From an optimization exercise on the open Yosys and OpenROAD flow, aimed at small area; shortcuts taken in it are not production practice.
No run shown here included a check of the RTL's function; only the layout flow was run.

==> config.mk <==
export PLATFORM = sky130hd
export DESIGN_NAME = overlay_top
export DESIGN_NICKNAME = overlay_top
export VERILOG_FILES = /design/flow/design.v
export SDC_FILE = /design/flow/constraint.sdc
export NUM_CORES = 4
export LEC_CHECK = 0
export CAP_MARGIN = 20
export CORE_MARGIN = 2
export CORE_UTILIZATION = 40
export SETUP_SLACK_MARGIN = 0.1
export SLEW_MARGIN = 20
export SYNTH_HIERARCHICAL = 1
==> flow/run.sh <==
#!/bin/bash
# The standard layout with two changes:
#  - the smallest buffer (buf_1) as the port buffer instead of the delay buffer
#    buffer_ports picks on its own; every input and output still gets its own
#    buffer;
#  - clock tree synthesis without dummy loads (-dont_use_dummy_load), which
#    CTS otherwise adds only to even out the tree's branches.
set -euo pipefail
export BUFFER_PORTS_ARGS="-buffer_cell sky130_fd_sc_hd__buf_1"
export CTS_ARGS="-sink_clustering_enable -repair_clock_nets -sink_clustering_size 25 -sink_clustering_max_diameter 80 -buf_list sky130_fd_sc_hd__clkbuf_16 -dont_use_dummy_load"
bash standard.sh finish > standard_flow.log 2>&1
==> standard.sh <==
#!/bin/bash
# synth_recipe.tcl (not shown) runs the flow's synth.tcl, then flattens the netlist and writes it again
# the make line also repeats each setting of config.mk as NAME=value (left out here)
make -C /OpenROAD-flow-scripts/flow DESIGN_CONFIG=/design/flow/config.mk WORK_HOME=/design/flow/orfs CLKGATE_MAP_FILE= SYNTH_SCRIPT=/design/flow/synth_recipe.tcl "${@:-finish}"
==> design.v <==
package overlay_pkg;
    typedef logic [10-1:0] coord_t;
    typedef coord_t [12-1:0] region_coords_t;
    typedef logic [2*(10+1)-1:0] area_t;
    typedef logic [7-1:0] shade_t;
    typedef logic [12-1:0] region_mask_t;
endpackage
module box_snapshot (
    input  logic                        clk,
    input  logic                        reset,
    input  logic                        vsync_i,
    input  logic [12-1:0][10-1:0] min_x_i,
    input  logic [12-1:0][10-1:0] max_x_i,
    input  logic [12-1:0][10-1:0] min_y_i,
    input  logic [12-1:0][10-1:0] max_y_i,
    output logic [12-1:0][10-1:0] snap_min_x_o,
    output logic [12-1:0][10-1:0] snap_max_x_o,
    output logic [12-1:0][10-1:0] snap_min_y_o,
    output logic [12-1:0][10-1:0] snap_max_y_o,
    output logic [12/2-1:0][10-1:0] next_min_x_o,
    output logic [12/2-1:0][10-1:0] next_max_x_o,
    output logic [12/2-1:0][10-1:0] next_min_y_o,
    output logic [12/2-1:0][10-1:0] next_max_y_o,
    output logic                        take_snap_o,
    output logic                        loaded_o
);
    localparam int H = 12 / 2;
    logic       vsync_meta;
    logic       vsync_sync;
    logic       vsync_prev;
    logic       vsync_end;
    logic       vsync_end_next;
    logic [2:0] event_cnt;
    logic [2:0] event_cnt_next;
    logic       take_snap;
    always_ff @(posedge clk or posedge reset) begin
        if (reset) begin
            vsync_meta <= 1'b0;
            vsync_sync <= 1'b0;
            vsync_prev <= 1'b0;
        end else begin
            vsync_meta <= vsync_i;
            vsync_sync <= vsync_meta;
            vsync_prev <= vsync_sync;
        end
    end
    assign vsync_end = vsync_prev & ~vsync_sync;
    always_comb begin
        if (take_snap) begin
            event_cnt_next = '0;
        end else if (vsync_end) begin
            event_cnt_next = event_cnt + 3'd1;
        end else begin
            event_cnt_next = event_cnt;
        end
    end
    always_ff @(posedge clk or posedge reset) begin
        if (reset) begin
            event_cnt <= '0;
        end else begin
            event_cnt <= event_cnt_next;
        end
    end
    assign vsync_end_next = vsync_sync & ~vsync_meta;
    always_ff @(posedge clk or posedge reset) begin
        if (reset) begin
            take_snap <= 1'b0;
            loaded_o  <= 1'b0;
        end else begin
            take_snap <= vsync_end_next && (event_cnt_next == 3'(5 - 1));
            if (take_snap) loaded_o <= 1'b1;
        end
    end
    assign take_snap_o = take_snap;
    always_comb begin
        for (int k = 0; k < H; k++) begin
            next_min_x_o[k] = take_snap ? min_x_i[k] : snap_min_x_o[k + H];
            next_max_x_o[k] = take_snap ? max_x_i[k] : snap_max_x_o[k + H];
            next_min_y_o[k] = take_snap ? min_y_i[k] : snap_min_y_o[k + H];
            next_max_y_o[k] = take_snap ? max_y_i[k] : snap_max_y_o[k + H];
        end
    end
    always_ff @(posedge clk) begin
        for (int k = 0; k < H; k++) begin
            snap_min_x_o[k] <= next_min_x_o[k];
            snap_max_x_o[k] <= next_max_x_o[k];
            snap_min_y_o[k] <= next_min_y_o[k];
            snap_max_y_o[k] <= next_max_y_o[k];
            snap_min_x_o[k + H] <= take_snap ? min_x_i[k + H] : snap_min_x_o[k];
            snap_max_x_o[k + H] <= take_snap ? max_x_i[k + H] : snap_max_x_o[k];
            snap_min_y_o[k + H] <= take_snap ? min_y_i[k + H] : snap_min_y_o[k];
            snap_max_y_o[k + H] <= take_snap ? max_y_i[k + H] : snap_max_y_o[k];
        end
    end
endmodule
module box_area_filter (
    input  logic                        clk,
    input  logic                        reset,
    input  logic [12/2-1:0][10-1:0] next_min_x_i,
    input  logic [12/2-1:0][10-1:0] next_max_x_i,
    input  logic [12/2-1:0][10-1:0] next_min_y_i,
    input  logic [12/2-1:0][10-1:0] next_max_y_i,
    input  logic                        take_snap_i,
    input  logic                        loaded_i,
    input  logic [15-1:0]    area_thresh_i,
    output overlay_pkg::region_mask_t   region_valid_o
);
    localparam int H = 12 / 2;
    logic [16:0]  unit_a [H];
    logic [16:0]  area_p [H];
    logic [16:0]  area_q [H];
    logic [14:0]  thresh;
    logic [14:0]  thresh_q;
    logic         loaded_q;
    logic         after_snap_q;
    logic         odd;
    logic         odd_q;
    logic [H-1:0] keep_x_d;
    logic [H-1:0] keep_x_q;
    logic [H-1:0] keep_p;
    logic [H-1:0] keep_q;
    logic [H-1:0] valid_p;
    logic [H-1:0] valid_q;
    for (genvar k = 0; k < H; k++) begin : g_unit
        box_area_unit u_unit (
            .x0     (next_min_x_i[k]),
            .x1     (next_max_x_i[k]),
            .y0     (next_min_y_i[k]),
            .y1     (next_max_y_i[k]),
            .is_box (unit_a[k][16]),
            .sat    (unit_a[k][15]),
            .low    (unit_a[k][14:0])
        );
    end
    assign thresh = (area_thresh_i != '0) ? area_thresh_i : 15'(16);
    logic [14:0] nthresh;
    logic [14:0] nthresh_q;
    assign nthresh   = ~thresh;
    assign nthresh_q = ~thresh_q;
    always_ff @(posedge clk) begin
        for (int k = 0; k < H; k++) begin
            area_p[k] <= unit_a[k];
            area_q[k] <= area_p[k];
        end
        thresh_q <= thresh;
        keep_x_q <= keep_x_d;
    end
    always_ff @(posedge clk or posedge reset) begin
        if (reset) begin
            odd          <= 1'b0;
            odd_q        <= 1'b0;
            after_snap_q <= 1'b0;
            loaded_q     <= 1'b0;
        end else begin
            odd          <= take_snap_i | ~odd;
            odd_q        <= odd;
            after_snap_q <= take_snap_i;
            loaded_q     <= loaded_i;
        end
    end
    for (genvar k = 0; k < H; k++) begin : g_keep
        box_keep u_keep_x (.a(area_q[k]), .nt(nthresh),   .keep(keep_x_d[k]));
        box_keep u_keep_p (.a(area_p[k]), .nt(nthresh_q), .keep(keep_p[k]));
        box_keep u_keep_q (.a(area_q[k]), .nt(nthresh_q), .keep(keep_q[k]));
    end
    always_comb begin
        for (int k = 0; k < H; k++) begin
            if (after_snap_q) begin
                valid_p[k] = odd_q ? keep_q[k] : keep_x_q[k];
                valid_q[k] = odd_q ? keep_x_q[k] : keep_q[k];
            end else begin
                valid_p[k] = keep_p[k];
                valid_q[k] = keep_q[k];
            end
        end
    end
    assign region_valid_o = loaded_q ? {valid_q, valid_p} : '0;
endmodule
module box_keep (
    input  logic [16:0] a,
    input  logic [14:0] nt,
    output logic        keep
);
    logic [15:1] c;
    assign c[1] = a[0] | nt[0];
    for (genvar i = 1; i < 15; i++) begin : g_bit
        ovl_maj u_maj (.a(a[i]), .b(nt[i]), .c(c[i]), .y(c[i+1]));
    end
    assign keep = a[16] & (a[15] | c[15]);
endmodule
module ovl_maj (input logic a, b, c, output logic y);
    assign y = (a & b) | (a & c) | (b & c);
endmodule
module box_area_unit (
    input  logic [9:0]  x0, x1, y0, y1,
    output logic        is_box,
    output logic        sat,
    output logic [14:0] low
);
    logic big;
    logic [16:0] p;
    logic [9:0] dx, dy, hx, hy;
    logic [9:0] nb1;
    logic [9:0] nb26;
    logic n2, n3, n4, n5, n6, n7, n8, n9, n10, n11, n12, n13, n14, n15, n16, n17;
    logic n18, n19, n20, n21, n22, n23, n24, n25, n27, n28, n29, n30, n31, n32, n33, n34;
    logic n35, n36, n37, n38, n39, n40, n41, n42, n43, n44, n45, n46, n47, n48, n49, n50;
    logic n144, n145, n146, n147, n148, n149, n150, n151, n152, n153, n154, n155, n156, n157, n158, n159;
    logic n160, n161, n162, n163, n164, n165, n166, n167, n168, n169, n170, n171, n172, n173, n174, n175;
    logic n176, n177, n178, n179, n180, n181, n182, n183, n184, n185, n186, n187, n188, n189, n190, n191;
    logic n192, n193, n194, n195, n196, n197, n198, n199, n200, n201, n202, n203, n204, n205, n206, n207;
    logic n208, n209, n210, n211, n212, n213, n214, n215, n216, n217, n218, n219, n220, n221, n222, n223;
    logic n224, n225, n226, n227, n228, n229, n230, n231, n232, n233, n234, n235, n236, n237, n238, n239;
    logic n240, n241, n242, n243, n244, n245, n246, n247, n248, n249, n250, n251, n252, n253, n254, n255;
    logic n256, n257, n258, n259, n260, n261, n262, n263, n264, n265, n266, n267, n268, n269, n270, n271;
    logic n272, n273, n274, n275, n276, n277, n278, n279, n280, n281, n282, n283, n284, n285, n286, n287;
    logic n288, n289, n290, n291, n292, n293, n294, n295, n296, n297, n298, n299, n300, n301, n302, n303;
    logic n304, n305, n306, n307, n308, n309, n310, n311, n312, n313, n314, n315, n316, n317, n318, n319;
    logic n320, n321, n322, n323, n324, n325, n326, n327, n328, n329, n330, n331, n332, n333, n334, n335;
    logic n336, n337, n338, n339, p51, p52, p53, p54, p55, p56, p57, p58, p59, p60, p61, p62;
    logic p63, p64, p65, p66, p67, p68, p69, p70, p71, p72, p73, p74, p75, p76, p77, p78;
    logic p79, p80, p81, p82, p83, p84, p85, p86, p87, p88, p89, p90, p91, p92, p93, p94;
    logic p95, p96, p97, p98, p99, p100, p101, p102, p103, p104, p105, p106, p107, p108, p109, p110;
    logic p111, p112, p113, p114, p115, p116, p117, p118, p119, p120, p121, p122, p123, p124, p125, p126;
    logic p127, p128, p129, p130, p131, p132, p133, p134, p135, p136, p137, p138, p139, p140, p141, p142;
    logic p143;
    assign nb1 = ~x0;
    assign n2 = ~(x1[0] ^ nb1[0]);
    assign n3 = x1[0] | nb1[0];
    ovl_fa u_n4 (.a(x1[1]), .b(nb1[1]), .c(n3), .s(n4), .co(n5));
    ovl_fa u_n6 (.a(x1[2]), .b(nb1[2]), .c(n5), .s(n6), .co(n7));
    ovl_fa u_n8 (.a(x1[3]), .b(nb1[3]), .c(n7), .s(n8), .co(n9));
    ovl_fa u_n10 (.a(x1[4]), .b(nb1[4]), .c(n9), .s(n10), .co(n11));
    ovl_fa u_n12 (.a(x1[5]), .b(nb1[5]), .c(n11), .s(n12), .co(n13));
    ovl_fa u_n14 (.a(x1[6]), .b(nb1[6]), .c(n13), .s(n14), .co(n15));
    ovl_fa u_n16 (.a(x1[7]), .b(nb1[7]), .c(n15), .s(n16), .co(n17));
    ovl_fa u_n18 (.a(x1[8]), .b(nb1[8]), .c(n17), .s(n18), .co(n19));
    ovl_ha u_n20 (.a(x1[9]), .b(nb1[9]), .s(n20), .co(n21));
    assign n22 = ~(x1[9] ^ nb1[9]);
    assign n23 = x1[9] | nb1[9];
    assign n24 = n19 ? n22 : n20;
    assign n25 = n19 ? n23 : n21;
    assign nb26 = ~y0;
    assign n27 = ~(y1[0] ^ nb26[0]);
    assign n28 = y1[0] | nb26[0];
    ovl_fa u_n29 (.a(y1[1]), .b(nb26[1]), .c(n28), .s(n29), .co(n30));
    ovl_fa u_n31 (.a(y1[2]), .b(nb26[2]), .c(n30), .s(n31), .co(n32));
    ovl_fa u_n33 (.a(y1[3]), .b(nb26[3]), .c(n32), .s(n33), .co(n34));
    ovl_fa u_n35 (.a(y1[4]), .b(nb26[4]), .c(n34), .s(n35), .co(n36));
    ovl_fa u_n37 (.a(y1[5]), .b(nb26[5]), .c(n36), .s(n37), .co(n38));
    ovl_fa u_n39 (.a(y1[6]), .b(nb26[6]), .c(n38), .s(n39), .co(n40));
    ovl_fa u_n41 (.a(y1[7]), .b(nb26[7]), .c(n40), .s(n41), .co(n42));
    ovl_fa u_n43 (.a(y1[8]), .b(nb26[8]), .c(n42), .s(n43), .co(n44));
    ovl_ha u_n45 (.a(y1[9]), .b(nb26[9]), .s(n45), .co(n46));
    assign n47 = ~(y1[9] ^ nb26[9]);
    assign n48 = y1[9] | nb26[9];
    assign n49 = n44 ? n47 : n45;
    assign n50 = n44 ? n48 : n46;
    assign p51 = n4 & n29;
    assign p52 = n4 & n31;
    assign p53 = n4 & n33;
    assign p54 = n4 & n35;
    assign p55 = n4 & n37;
    assign p56 = n4 & n39;
    assign p57 = n4 & n41;
    assign p58 = n4 & n43;
    assign p59 = n4 & n49;
    assign p60 = n6 & n29;
    assign p61 = n6 & n31;
    assign p62 = n6 & n33;
    assign p63 = n6 & n35;
    assign p64 = n6 & n37;
    assign p65 = n6 & n39;
    assign p66 = n6 & n41;
    assign p67 = n6 & n43;
    assign p68 = n6 & n49;
    assign p69 = n8 & n29;
    assign p70 = n8 & n31;
    assign p71 = n8 & n33;
    assign p72 = n8 & n35;
    assign p73 = n8 & n37;
    assign p74 = n8 & n39;
    assign p75 = n8 & n41;
    assign p76 = n8 & n43;
    assign p77 = n8 & n49;
    assign p78 = n10 & n29;
    assign p79 = n10 & n31;
    assign p80 = n10 & n33;
    assign p81 = n10 & n35;
    assign p82 = n10 & n37;
    assign p83 = n10 & n39;
    assign p84 = n10 & n41;
    assign p85 = n10 & n43;
    assign p86 = n10 & n49;
    assign p87 = n12 & n29;
    assign p88 = n12 & n31;
    assign p89 = n12 & n33;
    assign p90 = n12 & n35;
    assign p91 = n12 & n37;
    assign p92 = n12 & n39;
    assign p93 = n12 & n41;
    assign p94 = n12 & n43;
    assign p95 = n12 & n49;
    assign p96 = n14 & n29;
    assign p97 = n14 & n31;
    assign p98 = n14 & n33;
    assign p99 = n14 & n35;
    assign p100 = n14 & n37;
    assign p101 = n14 & n39;
    assign p102 = n14 & n41;
    assign p103 = n14 & n43;
    assign p104 = n16 & n29;
    assign p105 = n16 & n31;
    assign p106 = n16 & n33;
    assign p107 = n16 & n35;
    assign p108 = n16 & n37;
    assign p109 = n16 & n39;
    assign p110 = n16 & n41;
    assign p111 = n18 & n29;
    assign p112 = n18 & n31;
    assign p113 = n18 & n33;
    assign p114 = n18 & n35;
    assign p115 = n18 & n37;
    assign p116 = n18 & n39;
    assign p117 = n24 & n29;
    assign p118 = n24 & n31;
    assign p119 = n24 & n33;
    assign p120 = n24 & n35;
    assign p121 = n24 & n37;
    assign p122 = n27 ? n2 : n4;
    assign p123 = n27 ? n4 : n6;
    assign p124 = n27 ? n6 : n8;
    assign p125 = n27 ? n8 : n10;
    assign p126 = n27 ? n10 : n12;
    assign p127 = n27 ? n12 : n14;
    assign p128 = n27 ? n14 : n16;
    assign p129 = n27 ? n16 : n18;
    assign p130 = n27 ? n18 : n24;
    assign p131 = n27 & n24;
    assign p132 = ~n2 & n29;
    assign p133 = n2 ? n29 : n31;
    assign p134 = n2 ? n31 : n33;
    assign p135 = n2 ? n33 : n35;
    assign p136 = n2 ? n35 : n37;
    assign p137 = n2 ? n37 : n39;
    assign p138 = n2 ? n39 : n41;
    assign p139 = n2 ? n41 : n43;
    assign p140 = n2 ? n43 : n49;
    assign p141 = n2 & n49;
    assign p142 = ~(n2 | n27);
    assign p143 = n2 | n27;
    ovl_ha u_n144 (.a(p82), .b(p90), .s(n144), .co(n145));
    ovl_fa u_n146 (.a(p91), .b(p83), .c(p99), .s(n146), .co(n147));
    ovl_ha u_n148 (.a(p106), .b(p75), .s(n148), .co(n149));
    ovl_ha u_n150 (.a(p100), .b(p92), .s(n150), .co(n151));
    ovl_ha u_n152 (.a(p71), .b(p63), .s(n152), .co(n153));
    ovl_fa u_n154 (.a(p72), .b(p80), .c(p64), .s(n154), .co(n155));
    ovl_ha u_n156 (.a(p88), .b(p56), .s(n156), .co(n157));
    ovl_fa u_n158 (.a(p81), .b(p73), .c(p89), .s(n158), .co(n159));
    ovl_fa u_n160 (.a(p65), .b(p97), .c(p104), .s(n160), .co(n161));
    ovl_ha u_n162 (.a(p57), .b(p129), .s(n162), .co(n163));
    ovl_fa u_n164 (.a(n144), .b(p74), .c(p98), .s(n164), .co(n165));
    ovl_fa u_n166 (.a(p105), .b(p66), .c(p111), .s(n166), .co(n167));
    ovl_fa u_n168 (.a(p58), .b(p130), .c(p140), .s(n168), .co(n169));
    ovl_fa u_n170 (.a(n145), .b(n146), .c(n148), .s(n170), .co(n171));
    ovl_fa u_n172 (.a(p112), .b(p67), .c(p117), .s(n172), .co(n173));
    ovl_fa u_n174 (.a(p59), .b(p131), .c(p141), .s(n174), .co(n175));
    ovl_fa u_n176 (.a(n150), .b(n147), .c(p107), .s(n176), .co(n177));
    ovl_fa u_n178 (.a(p84), .b(n149), .c(p113), .s(n178), .co(n179));
    ovl_fa u_n180 (.a(p76), .b(p118), .c(p68), .s(n180), .co(n181));
    ovl_fa u_n182 (.a(p101), .b(n151), .c(p108), .s(n182), .co(n183));
    ovl_fa u_n184 (.a(p93), .b(p114), .c(p85), .s(n184), .co(n185));
    ovl_ha u_n186 (.a(p119), .b(p77), .s(n186), .co(n187));
    ovl_fa u_n188 (.a(p102), .b(p109), .c(p115), .s(n188), .co(n189));
    ovl_ha u_n190 (.a(p94), .b(p120), .s(n190), .co(n191));
    ovl_ha u_n192 (.a(p110), .b(p103), .s(n192), .co(n193));
    ovl_ha u_n194 (.a(p61), .b(p53), .s(n194), .co(n195));
    ovl_fa u_n196 (.a(p62), .b(p70), .c(p54), .s(n196), .co(n197));
    ovl_ha u_n198 (.a(p78), .b(p126), .s(n198), .co(n199));
    ovl_fa u_n200 (.a(p79), .b(n152), .c(p55), .s(n200), .co(n201));
    ovl_fa u_n202 (.a(p87), .b(p127), .c(p137), .s(n202), .co(n203));
    ovl_fa u_n204 (.a(n153), .b(p96), .c(n154), .s(n204), .co(n205));
    ovl_fa u_n206 (.a(n156), .b(p128), .c(p138), .s(n206), .co(n207));
    ovl_fa u_n208 (.a(n155), .b(n158), .c(n157), .s(n208), .co(n209));
    ovl_fa u_n210 (.a(n160), .b(p139), .c(n162), .s(n210), .co(n211));
    ovl_fa u_n212 (.a(n159), .b(n164), .c(n161), .s(n212), .co(n213));
    ovl_fa u_n214 (.a(n163), .b(n166), .c(n168), .s(n214), .co(n215));
    ovl_fa u_n216 (.a(n165), .b(n170), .c(n167), .s(n216), .co(n217));
    ovl_fa u_n218 (.a(n172), .b(n169), .c(n174), .s(n218), .co(n219));
    ovl_fa u_n220 (.a(n176), .b(n171), .c(n178), .s(n220), .co(n221));
    ovl_fa u_n222 (.a(n173), .b(n180), .c(n175), .s(n222), .co(n223));
    ovl_fa u_n224 (.a(n177), .b(n182), .c(n179), .s(n224), .co(n225));
    ovl_fa u_n226 (.a(n184), .b(n186), .c(n181), .s(n226), .co(n227));
    ovl_fa u_n228 (.a(n183), .b(p86), .c(n185), .s(n228), .co(n229));
    ovl_fa u_n230 (.a(n187), .b(n188), .c(n190), .s(n230), .co(n231));
    ovl_fa u_n232 (.a(p116), .b(p121), .c(p95), .s(n232), .co(n233));
    ovl_fa u_n234 (.a(n192), .b(n189), .c(n191), .s(n234), .co(n235));
    ovl_ha u_n236 (.a(p52), .b(p60), .s(n236), .co(n237));
    ovl_fa u_n238 (.a(p69), .b(n194), .c(p125), .s(n238), .co(n239));
    ovl_fa u_n240 (.a(n195), .b(n196), .c(p136), .s(n240), .co(n241));
    ovl_fa u_n242 (.a(n197), .b(n199), .c(n200), .s(n242), .co(n243));
    ovl_fa u_n244 (.a(n201), .b(n203), .c(n204), .s(n244), .co(n245));
    ovl_fa u_n246 (.a(n205), .b(n208), .c(n207), .s(n246), .co(n247));
    ovl_fa u_n248 (.a(n209), .b(n212), .c(n211), .s(n248), .co(n249));
    ovl_fa u_n250 (.a(n213), .b(n216), .c(n215), .s(n250), .co(n251));
    ovl_fa u_n252 (.a(n217), .b(n220), .c(n219), .s(n252), .co(n253));
    ovl_fa u_n254 (.a(n221), .b(n224), .c(n226), .s(n254), .co(n255));
    ovl_fa u_n256 (.a(n225), .b(n228), .c(n230), .s(n256), .co(n257));
    ovl_fa u_n258 (.a(n232), .b(n229), .c(n231), .s(n258), .co(n259));
    ovl_ha u_n260 (.a(n193), .b(n233), .s(n260), .co(n261));
    ovl_ha u_n262 (.a(p143), .b(p122), .s(n262), .co(n263));
    ovl_fa u_n264 (.a(p51), .b(p123), .c(p133), .s(n264), .co(n265));
    ovl_fa u_n266 (.a(n236), .b(p124), .c(p134), .s(n266), .co(n267));
    ovl_fa u_n268 (.a(n237), .b(p135), .c(n238), .s(n268), .co(n269));
    ovl_fa u_n270 (.a(n239), .b(n198), .c(n240), .s(n270), .co(n271));
    ovl_fa u_n272 (.a(n241), .b(n242), .c(n202), .s(n272), .co(n273));
    ovl_fa u_n274 (.a(n243), .b(n206), .c(n244), .s(n274), .co(n275));
    ovl_fa u_n276 (.a(n245), .b(n246), .c(n210), .s(n276), .co(n277));
    ovl_fa u_n278 (.a(n247), .b(n248), .c(n214), .s(n278), .co(n279));
    ovl_fa u_n280 (.a(n249), .b(n218), .c(n250), .s(n280), .co(n281));
    ovl_fa u_n282 (.a(n222), .b(n251), .c(n252), .s(n282), .co(n283));
    ovl_fa u_n284 (.a(n223), .b(n254), .c(n253), .s(n284), .co(n285));
    ovl_fa u_n286 (.a(n227), .b(n256), .c(n255), .s(n286), .co(n287));
    ovl_fa u_n288 (.a(n234), .b(n257), .c(n258), .s(n288), .co(n289));
    ovl_fa u_n290 (.a(n235), .b(n260), .c(n259), .s(n290), .co(n291));
    ovl_ha u_n292 (.a(p132), .b(n262), .s(n292), .co(n293));
    ovl_fa u_n294 (.a(n263), .b(n264), .c(n293), .s(n294), .co(n295));
    ovl_fa u_n296 (.a(n265), .b(n266), .c(n295), .s(n296), .co(n297));
    ovl_fa u_n298 (.a(n267), .b(n268), .c(n297), .s(n298), .co(n299));
    ovl_fa u_n300 (.a(n269), .b(n270), .c(n299), .s(n300), .co(n301));
    ovl_fa u_n302 (.a(n271), .b(n272), .c(n301), .s(n302), .co(n303));
    ovl_fa u_n304 (.a(n273), .b(n274), .c(n303), .s(n304), .co(n305));
    ovl_fa u_n306 (.a(n275), .b(n276), .c(n305), .s(n306), .co(n307));
    ovl_fa u_n308 (.a(n277), .b(n278), .c(n307), .s(n308), .co(n309));
    ovl_fa u_n310 (.a(n279), .b(n280), .c(n309), .s(n310), .co(n311));
    ovl_fa u_n312 (.a(n281), .b(n282), .c(n311), .s(n312), .co(n313));
    ovl_ha u_n314 (.a(n283), .b(n284), .s(n314), .co(n315));
    ovl_fa u_n316 (.a(n286), .b(n285), .c(n315), .s(n316), .co(n317));
    assign n318 = ~(n283 ^ n284);
    assign n319 = n283 | n284;
    ovl_fa u_n320 (.a(n286), .b(n285), .c(n319), .s(n320), .co(n321));
    assign n322 = n313 ? n318 : n314;
    assign n323 = n313 ? n320 : n316;
    assign n324 = n313 ? n321 : n317;
    ovl_ha u_n325 (.a(n288), .b(n287), .s(n325), .co(n326));
    ovl_fa u_n327 (.a(n289), .b(n290), .c(n326), .s(n327), .co(n328));
    ovl_fa u_n329 (.a(n261), .b(n291), .c(n328), .s(n329), .co(n330));
    assign n331 = ~(n288 ^ n287);
    assign n332 = n288 | n287;
    ovl_fa u_n333 (.a(n289), .b(n290), .c(n332), .s(n333), .co(n334));
    ovl_fa u_n335 (.a(n261), .b(n291), .c(n334), .s(n335), .co(n336));
    assign n337 = n324 ? n331 : n325;
    assign n338 = n324 ? n333 : n327;
    assign n339 = n324 ? n335 : n329;
    assign dx = {n24, n18, n16, n14, n12, n10, n8, n6, n4, n2};
    assign dy = {n49, n43, n41, n39, n37, n35, n33, n31, n29, n27};
    assign p = {n339, n338, n337, n323, n322, n312, n310, n308, n306, n304, n302, n300, n298, n296, n294, n292, p142};
    assign hx[9] = dx[9];
    assign hy[9] = dy[9];
    assign hx[8] = hx[9] | dx[8];
    assign hy[8] = hy[9] | dy[8];
    assign hx[7] = hx[8] | dx[7];
    assign hy[7] = hy[8] | dy[7];
    assign hx[6] = hx[7] | dx[6];
    assign hy[6] = hy[7] | dy[6];
    assign hx[5] = hx[6] | dx[5];
    assign hy[5] = hy[6] | dy[5];
    assign hx[4] = hx[5] | dx[4];
    assign hy[4] = hy[5] | dy[4];
    assign hx[3] = hx[4] | dx[3];
    assign hy[3] = hy[4] | dy[3];
    assign hx[2] = hx[3] | dx[2];
    assign hy[2] = hy[3] | dy[2];
    assign hx[1] = hx[2] | dx[1];
    assign hy[1] = hy[2] | dy[1];
    assign hx[0] = hx[1] | dx[0];
    assign hy[0] = hy[1] | dy[0];
    assign big = (hx[6] & hy[9]) | (hx[7] & hy[8]) | (hx[8] & hy[7]) | (hx[9] & hy[6]);
    assign is_box = n25 & n50 & (x0 != 10'd641) & (y0 != 10'd641);
    assign sat = big | p[16] | p[15];
    assign low = p[14:0];
endmodule
module ovl_fa (input logic a, b, c, output logic s, co);
    assign s  = a ^ b ^ c;
    assign co = (a & b) | (a & c) | (b & c);
endmodule
module ovl_ha (input logic a, b, output logic s, co);
    assign s  = a ^ b;
    assign co = a & b;
endmodule
module box_outline (
    input  logic                        clk,
    input  logic                        reset,
    input  overlay_pkg::coord_t         draw_x_i,
    input  overlay_pkg::coord_t         draw_y_i,
    input  logic [12-1:0][10-1:0] snap_min_x_i,
    input  logic [12-1:0][10-1:0] snap_max_x_i,
    input  logic [12-1:0][10-1:0] snap_min_y_i,
    input  logic [12-1:0][10-1:0] snap_max_y_i,
    input  overlay_pkg::region_mask_t   region_valid_i,
    output logic                        outline_hit_o
);
    function automatic logic [1:0] cmp(input logic [9:0] a, input logic [9:0] b);
        logic ge, eq, p;
        ge = 1'b1;
        eq = 1'b1;
        for (int i = 0; i < 10; i++) begin
            p  = ~(a[i] ^ b[i]);
            ge = p ? ge : a[i];
            eq = eq & p;
        end
        cmp = {ge, eq};
    endfunction
    logic [1:0] cx0 [12];
    logic [1:0] cx1 [12];
    logic [1:0] cy0 [12];
    logic [1:0] cy1 [12];
    overlay_pkg::region_mask_t region_hit;
    always_comb begin
        for (int r = 0; r < 12; r++) begin
            cx0[r] = cmp(draw_x_i, snap_min_x_i[r]);
            cx1[r] = cmp(snap_max_x_i[r], draw_x_i);
            cy0[r] = cmp(draw_y_i, snap_min_y_i[r]);
            cy1[r] = cmp(snap_max_y_i[r], draw_y_i);
            region_hit[r] = region_valid_i[r] &
                (((cy0[r][0] | cy1[r][0]) & cx0[r][1] & cx1[r][1]) |
                 ((cx0[r][0] | cx1[r][0]) & cy0[r][1] & cy1[r][1]));
        end
    end
    always_ff @(posedge clk or posedge reset) begin
        if (reset) begin
            outline_hit_o <= 1'b0;
        end else begin
            outline_hit_o <= |region_hit;
        end
    end
endmodule
module pixel_shade (
    input  logic                 clk,
    input  logic                 reset,
    input  logic [8-1:0] pixel_i,
    input  overlay_pkg::shade_t  brightness_i,
    input  logic                 outline_hit_i,
    input  logic                 highlight_i,
    output overlay_pkg::shade_t  red_o,
    output overlay_pkg::shade_t  green_o,
    output overlay_pkg::shade_t  blue_o
);
    overlay_pkg::shade_t       gray_d;
    overlay_pkg::shade_t       gray_q;
    overlay_pkg::shade_t       gray_out_q;
    logic                      red_q;
    gray_mul u_gray_mul (
        .a (pixel_i[8-1 -: 7]),
        .b (brightness_i),
        .p (gray_d)
    );
    always_ff @(posedge clk or posedge reset) begin
        if (reset) begin
            gray_q     <= '0;
            gray_out_q <= '0;
            red_q      <= 1'b0;
        end else begin
            gray_q     <= gray_d;
            gray_out_q <= gray_q;
            red_q      <= outline_hit_i & highlight_i;
        end
    end
    assign red_o   = gray_out_q | {7{red_q}};
    assign green_o = gray_out_q & {7{~red_q}};
    assign blue_o  = green_o;
endmodule
module gray_mul (
    input  logic [6:0] a,
    input  logic [6:0] b,
    output logic [6:0] p
);
    logic g1, g2, g3, g4, g5, g6, g7, g8, g9, g10, g11, g12, g13, g14, g15, g16;
    logic g17, g18, g19, g20, g21, g22, g23, g24, g25, g26, g27, g28, g29, g30, g31, g32;
    logic g33, g34, g35, g36, g37, g38, g39, g40, g41, g42, g43, g44, g45, g46, g47, g48;
    logic g49, g50, g51, g52, g53, g54, g55, g56, g57, g58, g59, g60, g61, g62, g63, g64;
    logic g65, g66, g67, g68, g69, g70, g71, g72, g73, g74, g75, g76, g77, g78, g79, g80;
    logic g81, g82, g83, g84, g85, g86, g87, g88, g89, g90, g91, g92, g93, g94, g95, g96;
    logic g97, g98, g99, g100, g101, g102, g103, g104, g105, g106, g107, g108, g109, g110, g111, g112;
    logic g113, g114, g115, g116, g117, g118, g119, g120, g121, g122, g123, g124, g125, g126, g127, g128;
    logic g129, g130, g131, g132, g133;
    assign g1 = a[0] & b[0];
    assign g2 = a[0] & b[1];
    assign g3 = a[0] & b[2];
    assign g4 = a[0] & b[3];
    assign g5 = a[0] & b[4];
    assign g6 = a[0] & b[5];
    assign g7 = a[0] & b[6];
    assign g8 = a[1] & b[0];
    assign g9 = a[1] & b[1];
    assign g10 = a[1] & b[2];
    assign g11 = a[1] & b[3];
    assign g12 = a[1] & b[4];
    assign g13 = a[1] & b[5];
    assign g14 = a[1] & b[6];
    assign g15 = a[2] & b[0];
    assign g16 = a[2] & b[1];
    assign g17 = a[2] & b[2];
    assign g18 = a[2] & b[3];
    assign g19 = a[2] & b[4];
    assign g20 = a[2] & b[5];
    assign g21 = a[2] & b[6];
    assign g22 = a[3] & b[0];
    assign g23 = a[3] & b[1];
    assign g24 = a[3] & b[2];
    assign g25 = a[3] & b[3];
    assign g26 = a[3] & b[4];
    assign g27 = a[3] & b[5];
    assign g28 = a[3] & b[6];
    assign g29 = a[4] & b[0];
    assign g30 = a[4] & b[1];
    assign g31 = a[4] & b[2];
    assign g32 = a[4] & b[3];
    assign g33 = a[4] & b[4];
    assign g34 = a[4] & b[5];
    assign g35 = a[4] & b[6];
    assign g36 = a[5] & b[0];
    assign g37 = a[5] & b[1];
    assign g38 = a[5] & b[2];
    assign g39 = a[5] & b[3];
    assign g40 = a[5] & b[4];
    assign g41 = a[5] & b[5];
    assign g42 = a[5] & b[6];
    assign g43 = a[6] & b[0];
    assign g44 = a[6] & b[1];
    assign g45 = a[6] & b[2];
    assign g46 = a[6] & b[3];
    assign g47 = a[6] & b[4];
    assign g48 = a[6] & b[5];
    assign g49 = a[6] & b[6];
    ovl_ha u_g50 (.a(g7), .b(g13), .s(g50), .co(g51));
    ovl_ha u_g52 (.a(g14), .b(g20), .s(g52), .co(g53));
    ovl_ha u_g54 (.a(g5), .b(g11), .s(g54), .co(g55));
    ovl_fa u_g56 (.a(g6), .b(g12), .c(g18), .s(g56), .co(g57));
    ovl_ha u_g58 (.a(g24), .b(g30), .s(g58), .co(g59));
    ovl_fa u_g60 (.a(g50), .b(g19), .c(g25), .s(g60), .co(g61));
    ovl_fa u_g62 (.a(g31), .b(g37), .c(g43), .s(g62), .co(g63));
    ovl_fa u_g64 (.a(g51), .b(g52), .c(g26), .s(g64), .co(g65));
    ovl_fa u_g66 (.a(g32), .b(g38), .c(g44), .s(g66), .co(g67));
    ovl_fa u_g68 (.a(g53), .b(g21), .c(g27), .s(g68), .co(g69));
    ovl_fa u_g70 (.a(g33), .b(g39), .c(g45), .s(g70), .co(g71));
    ovl_fa u_g72 (.a(g28), .b(g34), .c(g40), .s(g72), .co(g73));
    ovl_ha u_g74 (.a(g4), .b(g10), .s(g74), .co(g75));
    ovl_fa u_g76 (.a(g54), .b(g17), .c(g23), .s(g76), .co(g77));
    ovl_fa u_g78 (.a(g55), .b(g56), .c(g58), .s(g78), .co(g79));
    ovl_fa u_g80 (.a(g57), .b(g59), .c(g60), .s(g80), .co(g81));
    ovl_fa u_g82 (.a(g61), .b(g63), .c(g64), .s(g82), .co(g83));
    ovl_fa u_g84 (.a(g65), .b(g67), .c(g68), .s(g84), .co(g85));
    ovl_fa u_g86 (.a(g69), .b(g71), .c(g72), .s(g86), .co(g87));
    ovl_fa u_g88 (.a(g73), .b(g35), .c(g41), .s(g88), .co(g89));
    ovl_ha u_g90 (.a(g3), .b(g9), .s(g90), .co(g91));
    ovl_fa u_g92 (.a(g74), .b(g16), .c(g22), .s(g92), .co(g93));
    ovl_fa u_g94 (.a(g75), .b(g76), .c(g29), .s(g94), .co(g95));
    ovl_fa u_g96 (.a(g77), .b(g78), .c(g36), .s(g96), .co(g97));
    ovl_fa u_g98 (.a(g79), .b(g80), .c(g62), .s(g98), .co(g99));
    ovl_fa u_g100 (.a(g81), .b(g82), .c(g66), .s(g100), .co(g101));
    ovl_fa u_g102 (.a(g83), .b(g84), .c(g70), .s(g102), .co(g103));
    ovl_fa u_g104 (.a(g85), .b(g86), .c(g46), .s(g104), .co(g105));
    ovl_fa u_g106 (.a(g87), .b(g88), .c(g47), .s(g106), .co(g107));
    ovl_fa u_g108 (.a(g89), .b(g42), .c(g48), .s(g108), .co(g109));
    ovl_ha u_g110 (.a(g2), .b(g8), .s(g110), .co(g111));
    ovl_fa u_g112 (.a(g90), .b(g15), .c(g111), .s(g112), .co(g113));
    ovl_fa u_g114 (.a(g91), .b(g92), .c(g113), .s(g114), .co(g115));
    ovl_fa u_g116 (.a(g93), .b(g94), .c(g115), .s(g116), .co(g117));
    ovl_fa u_g118 (.a(g95), .b(g96), .c(g117), .s(g118), .co(g119));
    ovl_fa u_g120 (.a(g97), .b(g98), .c(g119), .s(g120), .co(g121));
    ovl_fa u_g122 (.a(g99), .b(g100), .c(g121), .s(g122), .co(g123));
    ovl_fa u_g124 (.a(g101), .b(g102), .c(g123), .s(g124), .co(g125));
    ovl_fa u_g126 (.a(g103), .b(g104), .c(g125), .s(g126), .co(g127));
    ovl_fa u_g128 (.a(g105), .b(g106), .c(g127), .s(g128), .co(g129));
    ovl_fa u_g130 (.a(g107), .b(g108), .c(g129), .s(g130), .co(g131));
    ovl_fa u_g132 (.a(g109), .b(g49), .c(g131), .s(g132), .co(g133));
    assign p = {g133, g132, g130, g128, g126, g124, g122};
endmodule
module overlay_top (
    input  logic                        clk,
    input  logic                        reset,
    input  logic                        vsync_i,
    input  logic [12-1:0][10-1:0] region_min_x_i,
    input  logic [12-1:0][10-1:0] region_max_x_i,
    input  logic [12-1:0][10-1:0] region_min_y_i,
    input  logic [12-1:0][10-1:0] region_max_y_i,
    input  overlay_pkg::coord_t         draw_x_i,
    input  overlay_pkg::coord_t         draw_y_i,
    input  logic [8-1:0]       pixel_i,
    input  overlay_pkg::shade_t         brightness_i,
    input  logic [15-1:0]    area_thresh_i,
    input  logic                        highlight_i,
    output overlay_pkg::shade_t         red_o,
    output overlay_pkg::shade_t         green_o,
    output overlay_pkg::shade_t         blue_o
);
    logic [12-1:0][10-1:0] snap_min_x;
    logic [12-1:0][10-1:0] snap_max_x;
    logic [12-1:0][10-1:0] snap_min_y;
    logic [12-1:0][10-1:0] snap_max_y;
    logic [12/2-1:0][10-1:0] next_min_x;
    logic [12/2-1:0][10-1:0] next_max_x;
    logic [12/2-1:0][10-1:0] next_min_y;
    logic [12/2-1:0][10-1:0] next_max_y;
    logic                        take_snap;
    logic                        loaded;
    overlay_pkg::region_mask_t   region_valid;
    logic                        outline_hit;
    box_snapshot u_box_snapshot (
        .clk          (clk),
        .reset        (reset),
        .vsync_i      (vsync_i),
        .min_x_i      (region_min_x_i),
        .max_x_i      (region_max_x_i),
        .min_y_i      (region_min_y_i),
        .max_y_i      (region_max_y_i),
        .snap_min_x_o (snap_min_x),
        .snap_max_x_o (snap_max_x),
        .snap_min_y_o (snap_min_y),
        .snap_max_y_o (snap_max_y),
        .next_min_x_o (next_min_x),
        .next_max_x_o (next_max_x),
        .next_min_y_o (next_min_y),
        .next_max_y_o (next_max_y),
        .take_snap_o  (take_snap),
        .loaded_o     (loaded)
    );
    box_area_filter u_box_area_filter (
        .clk            (clk),
        .reset          (reset),
        .next_min_x_i   (next_min_x),
        .next_max_x_i   (next_max_x),
        .next_min_y_i   (next_min_y),
        .next_max_y_i   (next_max_y),
        .take_snap_i    (take_snap),
        .loaded_i       (loaded),
        .area_thresh_i  (area_thresh_i),
        .region_valid_o (region_valid)
    );
    box_outline u_box_outline (
        .clk            (clk),
        .reset          (reset),
        .draw_x_i       (draw_x_i),
        .draw_y_i       (draw_y_i),
        .snap_min_x_i   (snap_min_x),
        .snap_max_x_i   (snap_max_x),
        .snap_min_y_i   (snap_min_y),
        .snap_max_y_i   (snap_max_y),
        .region_valid_i (region_valid),
        .outline_hit_o  (outline_hit)
    );
    pixel_shade u_pixel_shade (
        .clk           (clk),
        .reset         (reset),
        .pixel_i       (pixel_i),
        .brightness_i  (brightness_i),
        .outline_hit_i (outline_hit),
        .highlight_i   (highlight_i),
        .red_o         (red_o),
        .green_o       (green_o),
        .blue_o        (blue_o)
    );
endmodule
==> constraint.sdc <==
create_clock -name core_clock -period 10.0 [get_ports {clk}]
set_input_delay 2.0000 -clock core_clock [delete_from_list [all_inputs] [get_ports {clk}]]
set_output_delay 2.0000 -clock core_clock [all_outputs]
set_load 0.01 [all_outputs]
==> notes.md, run 1 <==
Post-Syn Instances 5187; TritonCTS clock tree yes; drt drc 0; NumNets Final 6969; dpl hpwl 166000 µm; critical path class in2reg; clk root buf clkbuf_16; Post-synth ARST share 0.0382; Worst setup SP type input port; RR Startpoint u_box_snapshot.take_snap; Via Count 41700; Post-Syn Area 56400 µm²; clock tree sinks between 700 and 800; Worst Path Buf+Inv 3; crit path DAT 10.06 ns; CP delay by family, top adder cells; Slowest cell on crit path fa_1; DP Worst Slack -0.202 ns; fin crit share 0.955; Placer Congestion 0.982; clock skew 0.0587 ns; unrepaired setup endpoints after global routing no; yosys warns 19; largest net degree at the start of global routing 45; # port buffers approximately 550; Final ANT Viol Nets 0; crit-path max FO 6; chip height about 380 µm; clk slew on worst S/H paths 0.09 ns; register area share after synthesis 0.263; Critical Path Most Common Cell fa_1; largest stage delay on the critical path slightly above 0.6 ns; Max transition margin 0.241; min Tclk post-route 9.55 ns; final wirelength 203000 µm; Synth Area per Inst ~11 µm²; io pins 555; fmax 105 MHz; ys flop type dfxtp_1; first-pass GRT wire length 293000 µm; cell taking the most area after synthesis dfxtp_1; hold wc startpoint u_box_area_filter.area_p[3][16]; Die ar. ~140000 µm²; DRT Pass-1 Iters 6; number of global-route vias before repair about 44000; commonest non-fill, non-tap cell in the layout dfxtp_1; gr ovfl total 0; Die W 379 µm; setup bufs post-CTS 0; Hold WC Path Type reg2reg; Cell Area, Placed 60200 µm²; FF+latch count, synth 733; FP Rows 137; cts bufs inserted 51; status complete, no violations; tightest hold margin 0.318 ns; Critical Path Start region_max_x_i[0]; Clock Path Buffers 3; Resized cells post-CTS 0; Avg Vias per Cell 5.54; initial antenna violation count 34; Worst-Margin Slew roughly 1.1 ns; most frequent cells in the layout dfxtp_1, fa_1, mux2_2; Yosys top cell area share 0.250; WL/cell 26.9 µm; Max Cap Violations 0; fin area 61500 µm²; Final setup viols 0; Syn Nets 6514; Final Hold Viols 0; Worst Setup End Kind register; Post-synth EDFFs 0; Slew Viols, Final 0; Area growth syn-to-layout 9.13%; CTS Hold Bufs 0; main area contributors after synthesis dfxtp_1, fa_1, mux2_2; post-synth cell types 93; Data required, critical path 10.51 ns; H-tree levels 2; final worst slack 0.450 ns; core area 140000 µm²; layout cells sized above 1 0.209; Initial Util 0.404; DR iter-0 viols 3328; worst skew pair latency 0.66 ns; Global Route Usage Sum 0.280
-- modules after synthesis, one instance, submodules excluded, excerpt --
module           cell area, µm²  cells
box_snapshot              15900   1036
box_outline               10800   1623
box_area_filter            5160    322
box_area_unit              1200    186
pixel_shade                 542     39
gray_mul                    353     55
ovl_fa                     20.0      1
box_keep                   13.8      2
ovl_ha                     12.5      1
ovl_maj                    11.3      1
-- path summary, 6_finish.rpt --
check                                                  end  slack (ns)  cells past startpoint
max in group asynchronous          u_pixel_shade.gray_q[3]        8.05                      3
min in group asynchronous      u_box_outline.outline_hit_o        1.36                      3
max reg2reg                u_box_area_filter.area_p[5][15]        0.66                     25
min                        u_box_area_filter.area_q[3][16]        0.32                      0
min reg2reg                u_box_area_filter.area_q[3][16]        0.32                      0
max                        u_box_area_filter.area_p[0][15]        0.45                     25
-- cell families after synthesis --
logic type	share of synthesized area
adders and majority gates	0.326
xor gates and xnor gates	0.0261
muxes	0.122
buffers and inverters	0.0675
DFF	0.263
and+or+nand+nor	0.123
AOI/OAI and AO/OA	0.0718
-- layer usage --
metal,vias up,GRT usage,share of wire
met5,-,0,0.00068
met3,422,0.0556,0.082
met2,1758,0.443,0.45
li1,18500,-,-
met4,24,0.131,0.051
met1,21000,0.367,0.42
-- cell usage after synthesis (all sizes together), types with 27 or more instances --
cell type  count
a21oi         84
a221oi        27
and2         483
buf          257
clkbuf        97
dfrtp         28
dfxtp        705
fa           587
ha           206
inv          400
maj3         373
mux2         576
mux2i         37
nand2        143
nand2b        85
nand3         40
nand4         34
nor2         115
nor2b        116
nor3          31
nor4          57
o21ai         76
o221ai        27
o22ai         49
or2           30
xnor2         79
xor2          89
-- registers in the layout (all words and copies together), names as in the netlist, 3 cells and up --
name / count
u_box_area_filter.area_p: 102
u_box_area_filter.area_q: 102
u_box_area_filter.keep_x_q: 6
u_box_area_filter.thresh_q: 15
u_box_snapshot.event_cnt: 3
u_box_snapshot.snap_max_x_o: 120
u_box_snapshot.snap_max_y_o: 120
u_box_snapshot.snap_min_x_o: 120
u_box_snapshot.snap_min_y_o: 120
u_pixel_shade.gray_out_q: 7
u_pixel_shade.gray_q: 7
-- area by class of cell --
class | count | area [µm²]
multi-input combinational | 3700 | 37800
timing repair buffer | 756 | 3780
fill | 13300 | 78200
clock buffer | 51 | 1280
sequential | 733 | 14800
tap | 1876 | 2350
antenna | 13 | 32.5
inverter | 400 | 1500
-- through the flow --
stage	std cells	TNS [ns]	utilization
5_1_grt	7522	0	0.440
3_3_place_gp	7465	-0.255	0.431
4_1_cts	7516	0	0.440
3_5_place_dp	7465	-0.671	0.431
6_report	7529	0	0.440
2_1_floorplan	5187	0	-
==> inputs of run 2 (changes only) <==
--- a/config.mk
+++ b/config.mk
@@ -8,6 +8,7 @@
 export CAP_MARGIN = 20
 export CORE_MARGIN = 2
 export CORE_UTILIZATION = 40
+export GPL_TIMING_DRIVEN = 0
 export SETUP_SLACK_MARGIN = 0.1
 export SLEW_MARGIN = 20
 export SYNTH_HIERARCHICAL = 1
==> run 2 against run 1 <==
First-iteration DRC count grew 29%. Critical path type unchanged. Maximum frequency shrank 2.2%. Die area is the same. Cell count grew 2.0%. Worst setup slack lost 0.22 ns. Non-clock buffer count grew 163. Still clean. Critical path depth is the same. Routed wire length grew 18%. Synthesized cell count is the same. Core utilization grew 0.65 points.
==> notes.md, run 2 <==
status complete, no violations; H-tree levels 2 (unchanged); Yosys top cell area share 0.250 (unchanged); Initial Util 0.404 (unchanged); FP Rows 137 (unchanged); # port buffers 548 (-0.90%); Post-Syn Area 56400 µm² (unchanged); CP delay by family, top adder cells; commonest non-fill, non-tap cell in the layout dfxtp_1; io pins 555 (unchanged); XOR/XNOR Fraction of Synth Area 0.0261 (unchanged); Post-Syn Instances 5187 (unchanged); Synth Area in Compound Gates 0.0718 (unchanged); Placer Congestion 1.03 (+4.8%); crit path DAT 10.26 ns (+0.20 ns); most common cell in the netlist dfxtp_1; Max transition margin 0.109 (-0.132); Worst-Margin Slew 1.34 ns (+0.208 ns); number of global-route vias before repair 44600 (+2.0%); worst skew pair latency 0.70 ns (+0.04 ns); layout cells sized above 1 0.222 (+0.0139); Synth top cells by count dfxtp_1, fa_1, mux2_2, and2_1, inv_1; Via Count 44000 (+5.4%); largest net degree at the start of global routing 26 (-42%); Area growth syn-to-layout 10.7%; clock skew 0.0957 ns (+0.0369 ns); setup TNS 0 ns (unchanged); crit-path max FO 10 (+4); cts bufs inserted 47 (-7.8%); post-synth cell types 93 (unchanged); dpl hpwl 196000 µm (+18%); Die W 379 µm (unchanged); DRT Pass-1 Iters 6 (unchanged); chip height 379 µm (unchanged); Clock Path Buffers 3 (unchanged); final wirelength 239000 µm (+18%); first-pass GRT wire length 331000 µm (+13%); Final ANT Viol Nets 0 (unchanged); Critical Path Most Common Cell fa_1; drt drc 0 (unchanged); gr ovfl total 0 (unchanged); fmax 102 MHz (-2.2%); Hold WC Path Type reg2reg; Synth Area per Inst 10.9 µm² (unchanged); Final setup viols 0 (unchanged); largest stage delay on the critical path 0.86 ns (+0.24 ns); clock tree sinks 733 (unchanged); multiplexer share of the synthesized area 0.122 (unchanged); Global Route Usage Sum 0.327 (+0.0474); core area 140000 µm² (unchanged); Syn Nets 6514 (unchanged); fin area 62400 µm² (+1.5%); Final Hold Viols 0 (unchanged); main combinational cell family by area after synthesis adder cells; critical path class in2reg; register area share after synthesis 0.263 (unchanged); fin crit share 0.977 (+0.0219); WL/cell 31.1 µm (+16%); FF+latch count, synth 733 (unchanged); unrepaired setup endpoints after global routing no; initial antenna violation count 33 (-2.9%); Data required, critical path 10.49 ns (-0.02 ns); Slowest cell on crit path fa_1; Simple-Gate Fraction of Synth Area 0.123 (unchanged); cell taking the most area after synthesis dfxtp_1; Slew Viols, Final 0 (unchanged); adder-cell share of the synthesized area 0.326 (unchanged); yosys warns 19 (unchanged); Cell Area, Placed 60800 µm² (+1.0%); Post-synth EDFFs 0 (unchanged); min Tclk post-route 9.77 ns (+0.219 ns); clk slew on worst S/H paths 0.10 ns (about the same); main area contributors after synthesis dfxtp_1, fa_1, mux2_2; TritonCTS clock tree yes; Worst Setup End Kind register; Core Util, Final 0.447 (+0.00652); most frequent cells in the layout dfxtp_1, mux2_2, fa_1; Worst setup SP type input port; Post-synth ARST share 0.0382 (unchanged); Avg Vias per Cell 5.73 (+3.3%); Max Cap Violations 0 (unchanged); Worst Path Buf+Inv 4 (+1); NumNets Final 7128 (+2.3%); DR iter-0 viols 4290 (+29%); ys flop type dfxtp_1; Die ar. 144000 µm² (unchanged); clk root buf clkbuf_16
==> run 2: repair_timing <==
action / in CTS / in global routing
resized for setup: 26 / 81
buffers inserted: 3 / 15
hold buffers: 0 / 0
setup endpoints to repair: 7 / 9
cloned: 0 / 0
pin swaps: 1 / 12
hold endpoints to repair: 0 / 0
==> run 2: logic make-up after synthesis <==
kind of cell	count (synthesis)
AOI/OAI and AO/OA	549
xor gates and xnor gates	168
adders and majority gates	1166
buffers and inverters	754
DFF	733
muxes	613
and+or+nand+nor	1204
==> run 2: layer usage <==
| layer | routed length [µm] | vias to the layer above | global-route usage |
|---|---|---|---|
| met5 | 163 | - | 0 |
| met4 | 15000 | 22 | 0.175 |
| met1 | 98700 | 22300 | 0.435 |
| li1 | - | 18800 | - |
| met3 | 23100 | 525 | 0.0768 |
| met2 | 102000 | 2317 | 0.492 |
==> run 2: worst paths after layout <==
check | from | endpoint | slack, ns | depth (start not counted)
worst max-delay path | region_max_y_i[20] | u_box_area_filter.area_p[2][15] | 0.23 | 25
worst min-delay path | u_box_area_filter.area_p[3][7] | u_box_area_filter.area_q[3][7] | 0.33 | 0
worst max register to register | u_box_area_filter.thresh_q[0] | u_box_outline.outline_hit_o | 0.28 | 28
worst min register to register | u_box_area_filter.area_p[3][7] | u_box_area_filter.area_q[3][7] | 0.33 | 0
max in group asynchronous | reset | u_pixel_shade.gray_out_q[4] | 7.80 | 2
min in group asynchronous | reset | u_box_outline.outline_hit_o | 1.56 | 2
==> run 2: cell type report <==
type	instances	area [µm²]
multi-input cells	3700	38000
flip-flops and latches	733	14800
fillers	13500	77300
clock buffers	47	1180
plain buffers	351	2360
repair buffers	568	2240
well taps	1876	2350
diodes	7	17.5
inverters	400	1500
==> run 2: Yosys stat by module, one instance, submodules excluded, excerpt <==
| module | copies in the design | flops+latches | cells inside | area [µm²] |
|---|---|---|---|---|
| box_snapshot | 1 | 488 | 1036 | 15900 |
| ovl_ha | 121 | 0 | 1 | 12.5 |
| ovl_maj | 252 | 0 | 1 | 11.3 |
| ovl_fa | 587 | 0 | 1 | 20.0 |
| box_area_unit | 6 | 0 | 186 | 1200 |
| box_outline | 1 | 1 | 1623 | 10800 |
| gray_mul | 1 | 0 | 55 | 353 |
| pixel_shade | 1 | 15 | 39 | 542 |
| box_keep | 18 | 0 | 2 | 13.8 |
| box_area_filter | 1 | 229 | 322 | 5160 |
==> run 2: metrics by stage <==
step / cells / hold slack, ns / worst slack (ns)
3_3_place_gp: 7611 / 0.330 / -0.984
6_report: 7682 / 0.330 / 0.231
3_5_place_dp: 7612 / 0.333 / -1.01
2_1_floorplan: 5187 / 0.324 / 0.410
4_1_cts: 7662 / 0.329 / 0.0846
5_1_grt: 7680 / 0.329 / 0.0649

re-timing with driven ports:
No port has a modelled driver above. Below, the same layouts with a new extraction and two added sets of constraints.
Step 1 assumes that a clkbuf_16 drives the clock port and a buf_2 every other input.
Step 2 also shifts input and output timing later by t, the mid clock arrival at the registers, as if the neighbouring blocks saw the same clock.
Three values: no drivers, after step 1, after step 2; two values: the first two.
run	shift t [ns]	setup WS [ns]	latest minus earliest clock arrival (ns)	worst data-port slew with drivers (ns)	pins driven straight from the clock port
run 1	0.724	0.450 / 0.509 / -0.214	0.072 / 0.073	0.15	1
run 2	0.729	0.231 / 0.279 / -0.449	0.100 / 0.101	0.12	1
With both steps, setup timing fails in run 1 and run 2, where it was met with ideal ports. The setup slack of run 2, which loses most, moves by +0.048 ns with the drivers and by -0.680 ns with both steps.
